Context: an optimization exercise on an open-source flow, tuned for small area, a short achievable clock period and few clock cycles. The choices shown serve that exercise and are no tape-out recipe.
At most, simulation tests tie the RTL to the original design; equivalence was not proved.

==> delta <==
==> flow/design.v <==
module muldiv_sched (
    input  logic        clk,
    input  logic        rst_n,
    input  logic        ex_mult,
    input  logic        ex_div,
    input  logic        ex_signed,
    input  logic        ex_mthi,
    input  logic        ex_mtlo,
    input  logic [31:0] ex_rs,
    input  logic [31:0] ex_rt,
    input  logic        id_hilo_use,
    output logic [31:0] hi,
    output logic [31:0] lo,
    output logic        busy,
    output logic        stall
);
    typedef enum logic [2:0] {S_IDLE, S_MUL, S_MCPA, S_MCOR, S_DNORM, S_DIV, S_FIX} state_t;
    state_t      state_q, state_d;
    logic [3:0]  cnt_q, cnt_d;
    logic [31:0] hi_q, hi_d, lo_q, lo_d;
    logic [1:0]  hx_q, hx_d;           
    logic [33:0] hc_q, hc_d;           
    logic        c8_q, c8_d;           
    logic [32:0] b_q, b_d;             
    logic        mp_q, mp_d;           
    logic        cor_q, cor_d;         
    logic [1:0]  nb_q, nb_d;           
    logic        negq_q, negq_d, negr_q, negr_d;
    logic        rs_neg, rt_neg;
    logic [31:0] rs_mag, rt_mag;
    assign rs_neg = ex_signed & ex_rs[31];
    assign rt_neg = ex_signed & ex_rt[31];
    assign rs_mag = rs_neg ? (~ex_rs + 32'd1) : ex_rs;
    assign rt_mag = rt_neg ? (~ex_rt + 32'd1) : ex_rt;
    function automatic logic [1:0] sbytes(input logic [31:0] x);
        if (x[31:7] == {25{x[31]}})        sbytes = 2'd0;
        else if (x[31:15] == {17{x[31]}})  sbytes = 2'd1;
        else if (x[31:23] == {9{x[31]}})   sbytes = 2'd2;
        else                               sbytes = 2'd3;
    endfunction
    logic [1:0] nb_rs, nb_rt;
    logic [3:0] fit_rs, fit_rt;        
    logic       use_rs;
    assign nb_rs = sbytes(ex_rs);
    assign nb_rt = sbytes(ex_rt);
    function automatic logic [3:0] fits(input logic [31:0] x, input logic extra);
        logic [3:0] f;
        f[0] = x[31:7]  == {25{x[31]}};
        f[1] = x[31:15] == {17{x[31]}};
        f[2] = x[31:23] == {9{x[31]}};
        f[3] = 1'b1;
        fits = extra ? {f[2:0], 1'b0} : f;
    endfunction
    assign fit_rs = fits(ex_rs, !ex_signed && ex_rs[31]);
    assign fit_rt = fits(ex_rt, !ex_signed && ex_rt[31]);
    assign use_rs = |(fit_rs & ~fit_rt);
    localparam int TW = 42;
    logic [33:0] bx;
    logic [8:0]  mbits;
    logic [TW-1:0] row [4];
    logic [TW-1:0] krow, accs, accc;
    logic [TW-1:0] s1, c1, s2, c2, s3, c3, s4, c4, s5, c5;
    logic [3:0]  bneg;
    logic [8:0]  lowsum;
    assign bx    = {b_q[32], b_q};
    assign mbits = {lo_q[7:0], mp_q};
    function automatic logic [TW-1:0] maj(input logic [TW-1:0] a, input logic [TW-1:0] b,
                                          input logic [TW-1:0] c);
        maj = (a & b) | (a & c) | (b & c);
    endfunction
    always_comb begin
        for (int m = 0; m < 4; m++) begin
            logic [2:0]  d3;
            logic        one, two, ng;
            logic [33:0] sel;
            d3  = mbits[2*m +: 3];
            one = d3[0] ^ d3[1];
            two = (d3 == 3'b011) | (d3 == 3'b100);
            ng  = d3[2];
            for (int j = 0; j < 34; j++)
                sel[j] = (one & bx[j]) | (two & ((j == 0) ? 1'b0 : bx[j-1]));
            sel = sel ^ {34{ng}};
            bneg[m] = ng;
            row[m] = TW'({~sel[33], sel[32:0]}) << (2 * m);
        end
        row[1][0] = bneg[0];
        row[2][2] = bneg[1];
        row[2][0] = c8_q;
        row[3][4] = bneg[2];
        krow = TW'(42'h154_0000_0000) | TW'({bneg[3], 6'd0});
        accs = TW'({hx_q, hi_q});
        accc = TW'(hc_q);
    end
    assign s1 = row[0] ^ row[1] ^ row[2];
    assign c1 = maj(row[0], row[1], row[2]) << 1;
    assign s2 = row[3] ^ krow ^ accs;
    assign c2 = maj(row[3], krow, accs) << 1;
    assign s3 = s1 ^ c1 ^ s2;
    assign c3 = maj(s1, c1, s2) << 1;
    assign s4 = c2 ^ accc ^ s3;
    assign c4 = maj(c2, accc, s3) << 1;
    assign s5 = s4 ^ c4 ^ c3;
    assign c5 = maj(s4, c4, c3) << 1;
    assign lowsum = {1'b0, s5[7:0]} + {1'b0, c5[7:0]};
    logic [33:0] a1;
    logic        q1, q2;
    logic [31:0] r1, r2;
    logic [32:0] a2_y;
    logic        a2_ci;
    logic [33:0] a2;
    assign a1 = {2'b0, hi_q} + ~{1'b0, b_q} + 34'd1;
    assign q1 = ~a1[33] & (state_q == S_DIV);
    assign r1 = q1 ? a1[31:0] : hi_q;
    always_comb begin
        case (state_q)
            S_MCPA:  begin a2_y = hc_q[32:0];          a2_ci = c8_q; end
            S_MCOR:  begin a2_y = {1'b0, b_q[31:0]};   a2_ci = 1'b0; end
            default: begin a2_y = ~{1'b0, b_q[32:1]};  a2_ci = 1'b1; end
        endcase
    end
    assign a2 = {1'b0, hx_q[0] & (state_q == S_MCPA), r1} + {1'b0, a2_y} + 34'(a2_ci);
    assign q2 = ~a2[32];
    assign r2 = q2 ? a2[31:0] : r1;
    logic [5:0] clz_a, clz_b;
    always_comb begin
        clz_a = 6'd32;
        for (int i = 0; i < 32; i++) if (hi_q[i]) clz_a = 6'(31 - i);
        clz_b = 6'd32;
        for (int i = 0; i < 32; i++) if (b_q[i]) clz_b = 6'(31 - i);
    end
    logic [5:0] jdiff;
    assign jdiff = clz_b - clz_a;
    always_comb begin
        state_d = state_q;
        cnt_d   = cnt_q;
        hi_d    = hi_q;
        lo_d    = lo_q;
        hx_d    = hx_q;
        hc_d    = hc_q;
        c8_d    = c8_q;
        b_d     = b_q;
        mp_d    = mp_q;
        cor_d   = cor_q;
        nb_d    = nb_q;
        negq_d  = negq_q;
        negr_d  = negr_q;
        case (state_q)
            S_IDLE: begin
                if (ex_mult) begin
                    state_d = S_MUL;
                    cnt_d   = {2'b0, use_rs ? nb_rs : nb_rt};
                    nb_d    = use_rs ? nb_rs : nb_rt;
                    hi_d    = '0;
                    hx_d    = 2'b10;
                    hc_d    = '0;
                    c8_d    = 1'b0;
                    mp_d    = 1'b0;
                    if (use_rs) begin
                        lo_d  = ex_rs;
                        b_d   = {ex_signed & ex_rt[31], ex_rt};
                        cor_d = !ex_signed && ex_rs[31];
                    end else begin
                        lo_d  = ex_rt;
                        b_d   = {ex_signed & ex_rs[31], ex_rs};
                        cor_d = !ex_signed && ex_rt[31];
                    end
                end else if (ex_div && ex_rt != 32'd0) begin
                    state_d = S_DNORM;
                    hi_d    = rs_mag;
                    lo_d    = '0;
                    b_d     = {1'b0, rt_mag};
                    negq_d  = rs_neg ^ rt_neg;
                    negr_d  = rs_neg;
                end else if (ex_div) begin
                    lo_d = 32'hFFFF_FFFF;
                    hi_d = ex_rs;
                end else begin
                    if (ex_mthi) hi_d = ex_rs;
                    if (ex_mtlo) lo_d = ex_rs;
                end
            end
            S_MUL: begin
                {hx_d, hi_d} = s5[41:8];
                hc_d  = c5[41:8];
                c8_d  = lowsum[8];
                lo_d  = {lowsum[7:0], lo_q[31:8]};
                mp_d  = lo_q[7];
                cnt_d = cnt_q - 4'd1;
                if (cnt_q == 4'd0) state_d = S_MCPA;
            end
            S_MCPA: begin
                case (nb_q)
                    2'd0: begin hi_d = {{24{a2[32]}}, a2[31:24]}; lo_d = {a2[23:0], lo_q[31:24]}; end
                    2'd1: begin hi_d = {{16{a2[32]}}, a2[31:16]}; lo_d = {a2[15:0], lo_q[31:16]}; end
                    2'd2: begin hi_d = {{8{a2[32]}},  a2[31:8]};  lo_d = {a2[7:0],  lo_q[31:8]};  end
                    default: hi_d = a2[31:0];
                endcase
                if (cor_q) state_d = S_MCOR;
                else       state_d = S_IDLE;
            end
            S_MCOR: begin
                hi_d    = a2[31:0];
                state_d = S_IDLE;
            end
            S_DNORM: begin
                if (clz_a > clz_b) begin
                    if (negr_q) state_d = S_FIX;
                    else        state_d = S_IDLE;
                end else begin
                    state_d = S_DIV;
                    b_d     = {1'b0, b_q[31:0]} << (jdiff[4:0] | 5'd1);
                    cnt_d   = jdiff[4:1];
                end
            end
            S_DIV: begin
                hi_d  = r2;
                lo_d  = {lo_q[29:0], q1, q2};
                b_d   = b_q >> 2;
                cnt_d = cnt_q - 4'd1;
                if (cnt_q == 4'd0) begin
                    if (negr_q || negq_q) state_d = S_FIX;
                    else                  state_d = S_IDLE;
                end
            end
            S_FIX: begin
                if (negr_q) hi_d = ~hi_q + 32'd1;
                if (negq_q) lo_d = ~lo_q + 32'd1;
                state_d = S_IDLE;
            end
            default: state_d = S_IDLE;
        endcase
    end
    always_ff @(posedge clk) begin
        if (!rst_n) begin
            state_q <= S_IDLE;
            hi_q    <= '0;
            lo_q    <= '0;
        end else begin
            state_q <= state_d;
            hi_q    <= hi_d;
            lo_q    <= lo_d;
        end
        cnt_q  <= cnt_d;
        hx_q   <= hx_d;
        hc_q   <= hc_d;
        c8_q   <= c8_d;
        b_q    <= b_d;
        mp_q   <= mp_d;
        cor_q  <= cor_d;
        nb_q   <= nb_d;
        negq_q <= negq_d;
        negr_q <= negr_d;
    end
    assign busy  = (state_q != S_IDLE);
    assign stall = busy & id_hilo_use;
    assign hi    = hi_q;
    assign lo    = lo_q;
endmodule
==> flow/run.sh <==
#!/bin/bash
# synth_recipe.tcl (not shown) runs the flow's synth.tcl, then flattens the netlist and writes it again
# the make line also repeats each setting of config.mk as NAME=value (left out here)
make -C /OpenROAD-flow-scripts/flow DESIGN_CONFIG=/design/flow/config.mk WORK_HOME=/design/flow/orfs CLKGATE_MAP_FILE= SYNTH_SCRIPT=/design/flow/synth_recipe.tcl finish
==> flow/config.mk <==
export PLATFORM = sky130hd
export DESIGN_NAME = muldiv_sched
export DESIGN_NICKNAME = muldiv_sched
export VERILOG_FILES = /design/flow/design.v
export SDC_FILE = /design/flow/constraint.sdc
export NUM_CORES = 4
export LEC_CHECK = 0
export CAP_MARGIN = 20
export CORE_MARGIN = 2
export CORE_UTILIZATION = 40
export SETUP_SLACK_MARGIN = 5
export SLEW_MARGIN = 20
==> flow/constraint.sdc <==
create_clock -name core_clock -period 10.0 [get_ports {clk}]
set_input_delay 2.0000 -clock core_clock [delete_from_list [all_inputs] [get_ports {clk}]]
set_output_delay 2.0000 -clock core_clock [all_outputs]
set_load 0.01 [all_outputs]
==> onyx: changes against delta <==
--- a/flow/design.v
+++ b/flow/design.v
@@ -25,5 +25,4 @@
     logic        mp_q, mp_d;           
     logic        cor_q, cor_d;         
-    logic [1:0]  nb_q, nb_d;           
     logic        negq_q, negq_d, negr_q, negr_d;
     logic        rs_neg, rt_neg;
@@ -33,26 +32,4 @@
     assign rs_mag = rs_neg ? (~ex_rs + 32'd1) : ex_rs;
     assign rt_mag = rt_neg ? (~ex_rt + 32'd1) : ex_rt;
-    function automatic logic [1:0] sbytes(input logic [31:0] x);
-        if (x[31:7] == {25{x[31]}})        sbytes = 2'd0;
-        else if (x[31:15] == {17{x[31]}})  sbytes = 2'd1;
-        else if (x[31:23] == {9{x[31]}})   sbytes = 2'd2;
-        else                               sbytes = 2'd3;
-    endfunction
-    logic [1:0] nb_rs, nb_rt;
-    logic [3:0] fit_rs, fit_rt;        
-    logic       use_rs;
-    assign nb_rs = sbytes(ex_rs);
-    assign nb_rt = sbytes(ex_rt);
-    function automatic logic [3:0] fits(input logic [31:0] x, input logic extra);
-        logic [3:0] f;
-        f[0] = x[31:7]  == {25{x[31]}};
-        f[1] = x[31:15] == {17{x[31]}};
-        f[2] = x[31:23] == {9{x[31]}};
-        f[3] = 1'b1;
-        fits = extra ? {f[2:0], 1'b0} : f;
-    endfunction
-    assign fit_rs = fits(ex_rs, !ex_signed && ex_rs[31]);
-    assign fit_rt = fits(ex_rt, !ex_signed && ex_rt[31]);
-    assign use_rs = |(fit_rs & ~fit_rt);
     localparam int TW = 42;
     logic [33:0] bx;
@@ -119,5 +96,5 @@
         endcase
     end
-    assign a2 = {1'b0, hx_q[0] & (state_q == S_MCPA), r1} + {1'b0, a2_y} + 34'(a2_ci);
+    assign a2 = {2'b0, r1} + {1'b0, a2_y} + 34'(a2_ci);
     assign q2 = ~a2[32];
     assign r2 = q2 ? a2[31:0] : r1;
@@ -142,5 +119,4 @@
         mp_d    = mp_q;
         cor_d   = cor_q;
-        nb_d    = nb_q;
         negq_d  = negq_q;
         negr_d  = negr_q;
@@ -149,6 +125,5 @@
                 if (ex_mult) begin
                     state_d = S_MUL;
-                    cnt_d   = {2'b0, use_rs ? nb_rs : nb_rt};
-                    nb_d    = use_rs ? nb_rs : nb_rt;
+                    cnt_d   = 4'd3;
                     hi_d    = '0;
                     hx_d    = 2'b10;
@@ -156,13 +131,12 @@
                     c8_d    = 1'b0;
                     mp_d    = 1'b0;
-                    if (use_rs) begin
-                        lo_d  = ex_rs;
-                        b_d   = {ex_signed & ex_rt[31], ex_rt};
-                        cor_d = !ex_signed && ex_rs[31];
+                    if (!ex_signed && ex_rt[31] && !ex_rs[31]) begin
+                        lo_d = ex_rs;
+                        b_d  = {1'b0, ex_rt};
                     end else begin
-                        lo_d  = ex_rt;
-                        b_d   = {ex_signed & ex_rs[31], ex_rs};
-                        cor_d = !ex_signed && ex_rt[31];
+                        lo_d = ex_rt;
+                        b_d  = {ex_signed & ex_rs[31], ex_rs};
                     end
+                    cor_d = !ex_signed && ex_rt[31] && ex_rs[31];
                 end else if (ex_div && ex_rt != 32'd0) begin
                     state_d = S_DNORM;
@@ -190,10 +164,5 @@
             end
             S_MCPA: begin
-                case (nb_q)
-                    2'd0: begin hi_d = {{24{a2[32]}}, a2[31:24]}; lo_d = {a2[23:0], lo_q[31:24]}; end
-                    2'd1: begin hi_d = {{16{a2[32]}}, a2[31:16]}; lo_d = {a2[15:0], lo_q[31:16]}; end
-                    2'd2: begin hi_d = {{8{a2[32]}},  a2[31:8]};  lo_d = {a2[7:0],  lo_q[31:8]};  end
-                    default: hi_d = a2[31:0];
-                endcase
+                hi_d = a2[31:0];
                 if (cor_q) state_d = S_MCOR;
                 else       state_d = S_IDLE;
@@ -248,5 +217,4 @@
         mp_q   <= mp_d;
         cor_q  <= cor_d;
-        nb_q   <= nb_d;
         negq_q <= negq_d;
         negr_q <= negr_d;
--- a/flow/config.mk
+++ b/flow/config.mk
@@ -9,4 +9,4 @@
 export CORE_MARGIN = 2
 export CORE_UTILIZATION = 40
-export SETUP_SLACK_MARGIN = 5
+export SETUP_SLACK_MARGIN = 4.0
 export SLEW_MARGIN = 20
==> results.json <==
{
  "outcome": "complete, no violations",
  "path_buf_inv": 3,
  "utilization_pct": 51.99,
  "first_pass_iters": 7,
  "synth_fp_nets": 3840,
  "whs_ns": 0.5440,
  "finClkSkew_ns": 0.02109,
  "multiInputGateArea_um2": 23200
}
The numbers above come from delta.

==> results.json <==
{
  "period_minus_slack_ns": 5.844,
  "utilization_pct": 45.68,
  "finClkSkew_ns": 0.01498,
  "synth.area.top_cells": "fa_1 (11%), edfxtp_1 (9.5%), xnor2_1 (8.0%)",
  "ys_top_cells_by_count": "inv_1 (260), nand2_1 (256), nor2_1 (251)",
  "die_h_um": 251.3,
  "path_buf_inv": 5,
  "outcome": "complete, no violations",
  "whs_ns": 0.5479,
  "synth_fp_nets": 3534,
  "first_pass_iters": 6
}
The numbers above come from onyx.

Testbench counts of delta, summed over its fixed seeds: cycles 5,406.
Only the layout flow was run in onyx; the RTL was not checked for function there.

-- re-timing with driven ports --
The results above use ideal ports. As a check the final layouts listed here were re-extracted and re-timed, cells and wires unchanged. Step 1, drivers: a clkbuf_16 drives clk and a buf_2 each remaining input, both assumed. Step 2 times the ports against the registers' clock, not the clock port: input delays grow and output delays shrink by t, the midpoint of the rising clock arrivals with the driver on. Slacks: no drivers / after step 1 / after step 2; pairs: no drivers / after step 1.
run | t (ns) | setup WS [ns] | clock arrival spread, ns
delta | 0.583 | 4.179 / 4.179 / 3.854 | 0.021 / 0.021
onyx | 0.569 | 4.156 / 4.156 / 3.827 | 0.018 / 0.018
After both steps every run listed still meets setup and hold. The setup slack of onyx, which loses most, moves by 0.000 ns with the drivers and by -0.329 ns with both steps.
